Context: an optimization exercise on an open-source flow, tuned for small area. The choices shown serve that exercise and are no tape-out recipe.
In this exercise RTL edits were held to simulation tests only and were not proved equivalent to the original.
Power and IR drop assume default switching activity.

==> flow/design.v <==
`default_nettype none
package prog_instruction_memory_pkg;
    localparam int IMEM_DATA_W = 32;    
    localparam int IMEM_DEPTH  = 64;    
    localparam int IMEM_ADDR_W = 10;    
    typedef enum logic [1:0] {
        ST_CLEAR = 2'd0,
        ST_IDLE  = 2'd1,
        ST_LOAD  = 2'd2,
        ST_DONE  = 2'd3
    } imem_state_e;
endpackage
`default_nettype wire
`default_nettype none
module imem_rd3 (
    input  wire logic [2:0] i_d,
    input  wire logic [2:0] i_s,
    output logic            o_n
);
    assign o_n = !((i_d[0] & i_s[0]) | (i_d[1] & i_s[1]) | (i_d[2] & i_s[2]));
endmodule
module imem_rdcol (
    input  wire logic [63:0] i_d,
    input  wire logic [63:0] i_s,
    output logic             o_q
);
    logic [21:0] w_n;    
    for (genvar k = 0; k < 21; k++) begin : g_leaf
        imem_rd3 u_rd3 (.i_d(i_d[3*k +: 3]), .i_s(i_s[3*k +: 3]), .o_n(w_n[k]));
    end
    assign w_n[21] = !(i_d[63] & i_s[63]);
    assign o_q = !(&w_n);
endmodule
module imem_rdmux
#(
    parameter int DATA_W = prog_instruction_memory_pkg::IMEM_DATA_W,
    parameter int DEPTH  = prog_instruction_memory_pkg::IMEM_DEPTH
) (
    input  wire logic [DEPTH*DATA_W-1:0] i_words,   
    input  wire logic [DEPTH-1:0]        i_sel,
    output logic      [DATA_W-1:0]       o_data
);
    for (genvar b = 0; b < DATA_W; b++) begin : g_bit
        logic [DEPTH-1:0] w_col;
        for (genvar i = 0; i < DEPTH; i++) begin : g_word
            assign w_col[i] = i_words[i*DATA_W + b];
        end
        imem_rdcol u_col (.i_d(w_col), .i_s(i_sel), .o_q(o_data[b]));
    end
endmodule
module imem_wl (
    input  wire logic i_wlo,       
    input  wire logic i_whi_clr,   
    input  wire logic i_wlo_n,     
    input  wire logic i_whi_we_n,  
    input  wire logic i_rlo_n,     
    input  wire logic i_rhi_n,     
    output logic      o_hold,
    output logic      o_wr,
    output logic      o_rd
);
    assign o_hold = !(i_wlo & i_whi_clr);
    assign o_wr   = !(i_wlo_n | i_whi_we_n);
    assign o_rd   = !(i_rlo_n | i_rhi_n);
endmodule
`default_nettype wire
`default_nettype none
module prog_instruction_memory
#(
    parameter int DATA_W = prog_instruction_memory_pkg::IMEM_DATA_W,
    parameter int DEPTH  = prog_instruction_memory_pkg::IMEM_DEPTH,
    parameter int ADDR_W = prog_instruction_memory_pkg::IMEM_ADDR_W
) (
    input  wire logic                  clk,
    input  wire logic                  rst_n,
    input  wire logic                  load_start,
    input  wire logic                  load_valid,
    input  wire logic [DATA_W-1:0]     load_data,
    input  wire logic                  load_last,
    output logic                       load_ready,
    output logic                       load_done,
    input  wire logic                  fetch_req,
    input  wire logic [ADDR_W-1:0]     fetch_addr,
    output logic                       fetch_valid,
    output logic      [DATA_W-1:0]     instruction,
    output logic                       fetch_err,
    output logic                       busy,
    output logic      [$clog2(DEPTH):0] word_count
);
    localparam int WORD_AW = $clog2(DEPTH);
    localparam logic [1:0] S_CLEAR = 2'b00;
    localparam logic [1:0] S_LOAD  = 2'b01;
    localparam logic [1:0] S_IDLE  = 2'b10;
    localparam logic [1:0] S_DONE  = 2'b11;
    logic [1:0]         r_state;
    logic [WORD_AW:0]   r_cnt;
    logic               r_fetch_valid;
    logic               r_fetch_err;
    logic [DATA_W-1:0]  r_mem [DEPTH];
    logic [DATA_W-1:0]  r_rdata;
    logic st_clear, st_load, st_done;
    assign st_clear = (r_state == S_CLEAR);
    assign st_load  = (r_state == S_LOAD);
    assign st_done  = (r_state == S_DONE);
    logic w_load_accept, w_fetch_accept, w_addr_bad, w_ptr_last;
    assign w_load_accept  = st_load && load_valid;
    assign w_fetch_accept = fetch_req && r_state[1];
    assign w_addr_bad     = (|fetch_addr[1:0]) || (|fetch_addr[ADDR_W-1:WORD_AW+2]);
    assign w_ptr_last     = &r_cnt[WORD_AW-1:0];
    logic [WORD_AW:0] w_cnt_inc;
    assign w_cnt_inc = r_cnt + 1'b1;
    always_ff @(posedge clk or negedge rst_n) begin
        if (!rst_n) begin
            r_state <= S_CLEAR;
            r_cnt   <= '0;
        end else begin
            case (r_state)
                S_CLEAR: begin
                    r_cnt[WORD_AW-1:0] <= w_cnt_inc[WORD_AW-1:0];
                    if (w_ptr_last) r_state <= S_IDLE;
                end
                S_IDLE: begin
                    if (load_start) begin
                        r_state <= S_LOAD;
                        r_cnt   <= '0;
                    end
                end
                S_LOAD: begin
                    if (load_valid) begin
                        r_cnt <= w_cnt_inc;
                        if (load_last || w_ptr_last) r_state <= S_DONE;
                    end
                end
                default: begin
                    r_state <= S_IDLE;
                end
            endcase
        end
    end
    always_ff @(posedge clk or negedge rst_n) begin
        if (!rst_n) begin
            r_fetch_valid <= 1'b0;
            r_fetch_err   <= 1'b0;
        end else begin
            r_fetch_valid <= w_fetch_accept;
            r_fetch_err   <= w_fetch_accept && w_addr_bad;
        end
    end
    logic       w_clr;
    logic [7:0] w_wlo, w_wlo_n, w_whi_clr, w_whi_we_n, w_rlo_n, w_rhi_n;
    assign w_clr = !r_state[1];    
    always_comb begin
        for (int j = 0; j < 8; j++) begin
            w_wlo[j]      =  (r_cnt[2:0] == 3'(j));
            w_wlo_n[j]    = !(r_cnt[2:0] == 3'(j));
            w_whi_clr[j]  =  (r_cnt[5:3] == 3'(j)) && w_clr;
            w_whi_we_n[j] = !((r_cnt[5:3] == 3'(j)) && w_load_accept);
            w_rlo_n[j]    = !((fetch_addr[4:2] == 3'(j)) && !w_addr_bad);
            w_rhi_n[j]    = !(fetch_addr[7:5] == 3'(j));
        end
    end
    logic [DEPTH-1:0] w_hold [2];
    logic [DEPTH-1:0] w_wr   [2];
    logic [DEPTH-1:0] w_rsel [2];
    for (genvar i = 0; i < DEPTH; i++) begin : g_word
        for (genvar h = 0; h < 2; h++) begin : g_half
            imem_wl u_wl (
                .i_wlo      (w_wlo[i%8]),
                .i_whi_clr  (w_whi_clr[i/8]),
                .i_wlo_n    (w_wlo_n[i%8]),
                .i_whi_we_n (w_whi_we_n[i/8]),
                .i_rlo_n    (w_rlo_n[i%8]),
                .i_rhi_n    (w_rhi_n[i/8]),
                .o_hold     (w_hold[h][i]),
                .o_wr       (w_wr[h][i]),
                .o_rd       (w_rsel[h][i])
            );
        end
    end
    localparam int HALF_W = DATA_W / 2;
    always_ff @(posedge clk) begin
        for (int i = 0; i < DEPTH; i++) begin
            for (int b = 0; b < DATA_W; b++) begin
                r_mem[i][b] <= (r_mem[i][b] & w_hold[b / HALF_W][i]) |
                               (load_data[b] & w_wr[b / HALF_W][i]);
            end
        end
    end
    logic [DEPTH*DATA_W-1:0] w_words;
    logic [DATA_W-1:0]       w_rdata;
    always_comb begin
        for (int i = 0; i < DEPTH; i++) begin
            w_words[i*DATA_W +: DATA_W] = r_mem[i];
        end
    end
    for (genvar h = 0; h < 2; h++) begin : g_rdhalf
        logic [DEPTH*HALF_W-1:0] w_hwords;
        for (genvar i = 0; i < DEPTH; i++) begin : g_word
            assign w_hwords[i*HALF_W +: HALF_W] = w_words[i*DATA_W + h*HALF_W +: HALF_W];
        end
        imem_rdmux #(
            .DATA_W (HALF_W),
            .DEPTH  (DEPTH)
        ) u_rdmux (
            .i_words (w_hwords),
            .i_sel   (w_rsel[h]),
            .o_data  (w_rdata[h*HALF_W +: HALF_W])
        );
    end
    always_ff @(posedge clk) begin
        r_rdata <= w_rdata;
    end
    assign load_ready  = st_load;
    assign load_done   = st_done;
    assign busy        = !r_state[1];
    assign word_count  = st_clear ? '0 : r_cnt;
    assign fetch_valid = r_fetch_valid;
    assign fetch_err   = r_fetch_err;
    assign instruction = r_rdata;
endmodule
`default_nettype wire
==> flow/config.mk <==
export PLATFORM = sky130hd
export DESIGN_NAME = prog_instruction_memory
export DESIGN_NICKNAME = prog_instruction_memory
export VERILOG_FILES = /design/flow/design.v
export SDC_FILE = /design/flow/constraint.sdc
export NUM_CORES = 4
export LEC_CHECK = 0
export CAP_MARGIN = 20
export CORE_MARGIN = 2
export CORE_UTILIZATION = 40
export CTS_BUF_LIST = sky130_fd_sc_hd__clkbuf_8
export CTS_CLUSTER_DIAMETER = 70
export CTS_CLUSTER_SIZE = 16
export SLEW_MARGIN = 20
export SYNTH_HIERARCHICAL = 1
export SYNTH_MINIMUM_KEEP_SIZE = 0
==> flow/constraint.sdc <==
create_clock -name core_clock -period 5.0 [get_ports {clk}]
set_input_delay 1.0000 -clock core_clock [delete_from_list [all_inputs] [get_ports {clk}]]
set_output_delay 1.0000 -clock core_clock [all_outputs]
set_load 0.01 [all_outputs]
standard.sh (not shown) runs the stock make flow with config.mk's settings and CLKGATE_MAP_FILE= SYNTH_SCRIPT=/design/flow/synth_recipe.tcl, a recipe that flattens the netlist after the stock synthesis.
==> flow/flow/run.sh <==
#!/bin/bash
# Own layout flow: the standard ORFS flow (standard.sh), with two
# changes to how the layout is made:
#  - clock tree synthesis without dummy loads, with clkbuf_8 sink clusters
#    of up to 16 flip-flops within 70 um;
#  - port buffers of the smallest buffer cell (repair_design resizes or
#    buffers them where a port needs more drive).
# The full make/tool output goes to standard.log in the work folder; ORFS
# keeps each step's own log under orfs/logs/.
set -euo pipefail
CTS="-sink_clustering_enable -repair_clock_nets -dont_use_dummy_load"
CTS+=" -sink_clustering_size 16 -sink_clustering_max_diameter 70"
CTS+=" -buf_list sky130_fd_sc_hd__clkbuf_8"
bash standard.sh "CTS_ARGS=$CTS" \
    "BUFFER_PORTS_ARGS=-buffer_cell sky130_fd_sc_hd__buf_1" \
    finish > standard.log 2>&1
Rerun with:
--- a/flow/design.v
+++ b/flow/design.v
@@ -49,19 +49,17 @@
     end
 endmodule
 module imem_wl (
-    input  wire logic i_wlo,       
-    input  wire logic i_whi_clr,   
-    input  wire logic i_wlo_n,     
-    input  wire logic i_whi_we_n,  
-    input  wire logic i_rlo_n,     
-    input  wire logic i_rhi_n,     
-    output logic      o_hold,
-    output logic      o_wr,
-    output logic      o_rd
-);
-    assign o_hold = !(i_wlo & i_whi_clr);
-    assign o_wr   = !(i_wlo_n | i_whi_we_n);
-    assign o_rd   = !(i_rlo_n | i_rhi_n);
+    input  wire logic [1:0] i_wsel,    
+    input  wire logic       i_clr,     
+    input  wire logic       i_we,      
+    input  wire logic [1:0] i_rsel,    
+    output logic            o_hold,
+    output logic            o_wr,
+    output logic            o_rd
+);
+    assign o_hold = !(i_wsel[0] & i_wsel[1] & i_clr);
+    assign o_wr   =  i_wsel[0] & i_wsel[1] & i_we;
+    assign o_rd   =  i_rsel[0] & i_rsel[1];
 endmodule
 `default_nettype wire
 `default_nettype none
@@ -146,34 +144,30 @@
             r_fetch_err   <= w_fetch_accept && w_addr_bad;
         end
     end
-    logic       w_clr;
-    logic [7:0] w_wlo, w_wlo_n, w_whi_clr, w_whi_we_n, w_rlo_n, w_rhi_n;
-    assign w_clr = !r_state[1];    
+    logic [7:0] w_wp_lo, w_wp_hi, w_ra_lo, w_ra_hi;
     always_comb begin
         for (int j = 0; j < 8; j++) begin
-            w_wlo[j]      =  (r_cnt[2:0] == 3'(j));
-            w_wlo_n[j]    = !(r_cnt[2:0] == 3'(j));
-            w_whi_clr[j]  =  (r_cnt[5:3] == 3'(j)) && w_clr;
-            w_whi_we_n[j] = !((r_cnt[5:3] == 3'(j)) && w_load_accept);
-            w_rlo_n[j]    = !((fetch_addr[4:2] == 3'(j)) && !w_addr_bad);
-            w_rhi_n[j]    = !(fetch_addr[7:5] == 3'(j));
-        end
-    end
+            w_wp_lo[j] = (r_cnt[2:0] == 3'(j));
+            w_wp_hi[j] = (r_cnt[5:3] == 3'(j));
+            w_ra_lo[j] = (fetch_addr[4:2] == 3'(j)) && !w_addr_bad;
+            w_ra_hi[j] = (fetch_addr[7:5] == 3'(j));
+        end
+    end
+    logic w_clr;
+    assign w_clr = !r_state[1];    
     logic [DEPTH-1:0] w_hold [2];
     logic [DEPTH-1:0] w_wr   [2];
     logic [DEPTH-1:0] w_rsel [2];
     for (genvar i = 0; i < DEPTH; i++) begin : g_word
         for (genvar h = 0; h < 2; h++) begin : g_half
             imem_wl u_wl (
-                .i_wlo      (w_wlo[i%8]),
-                .i_whi_clr  (w_whi_clr[i/8]),
-                .i_wlo_n    (w_wlo_n[i%8]),
-                .i_whi_we_n (w_whi_we_n[i/8]),
-                .i_rlo_n    (w_rlo_n[i%8]),
-                .i_rhi_n    (w_rhi_n[i/8]),
-                .o_hold     (w_hold[h][i]),
-                .o_wr       (w_wr[h][i]),
-                .o_rd       (w_rsel[h][i])
+                .i_wsel ({w_wp_hi[i/8], w_wp_lo[i%8]}),
+                .i_clr  (w_clr),
+                .i_we   (w_load_accept),
+                .i_rsel ({w_ra_hi[i/8], w_ra_lo[i%8]}),
+                .o_hold (w_hold[h][i]),
+                .o_wr   (w_wr[h][i]),
+                .o_rd   (w_rsel[h][i])
             );
         end
     end
After rerunning: Wire length came out lower by 2.8%; first-iteration DRC count decreases by 1.5%; count of clock-buffer cells in the layout rises by 2; synthesized cell count came out lower by 0.41%; worst hold slack loses 0.063 ns; cell count fell by about 2%; core utilization shrinks by 0.63 points; design area came out lower by 1.0%; area after synthesis is higher by 0.92%; total power goes up by 0.47%; sequential power barely changes.

## port drivers added, routing unchanged
No port has a modelled driver above. Below, the same layouts with a new extraction and two added sets of constraints. Step 1 assumes that a clkbuf_16 drives the clock port and a buf_2 every other input. Step 2 times the ports against the registers' clock, not the clock port: input delays grow and output delays shrink by t, the midpoint of the rising clock arrivals with the driver on. Three values: ideal, step 1, step 2; two values: the first two.
run	t (ns)	setup slack, ns	worst setup path at the end
the first run	1.010	0.981 / 1.037 / 0.027	input to register
the second run	1.023	0.980 / 0.900 / 0.115	input to register
After both steps every run listed still meets setup and hold. The setup slack of the first run, which loses most, moves by +0.056 ns with the drivers and by -0.954 ns with both steps.
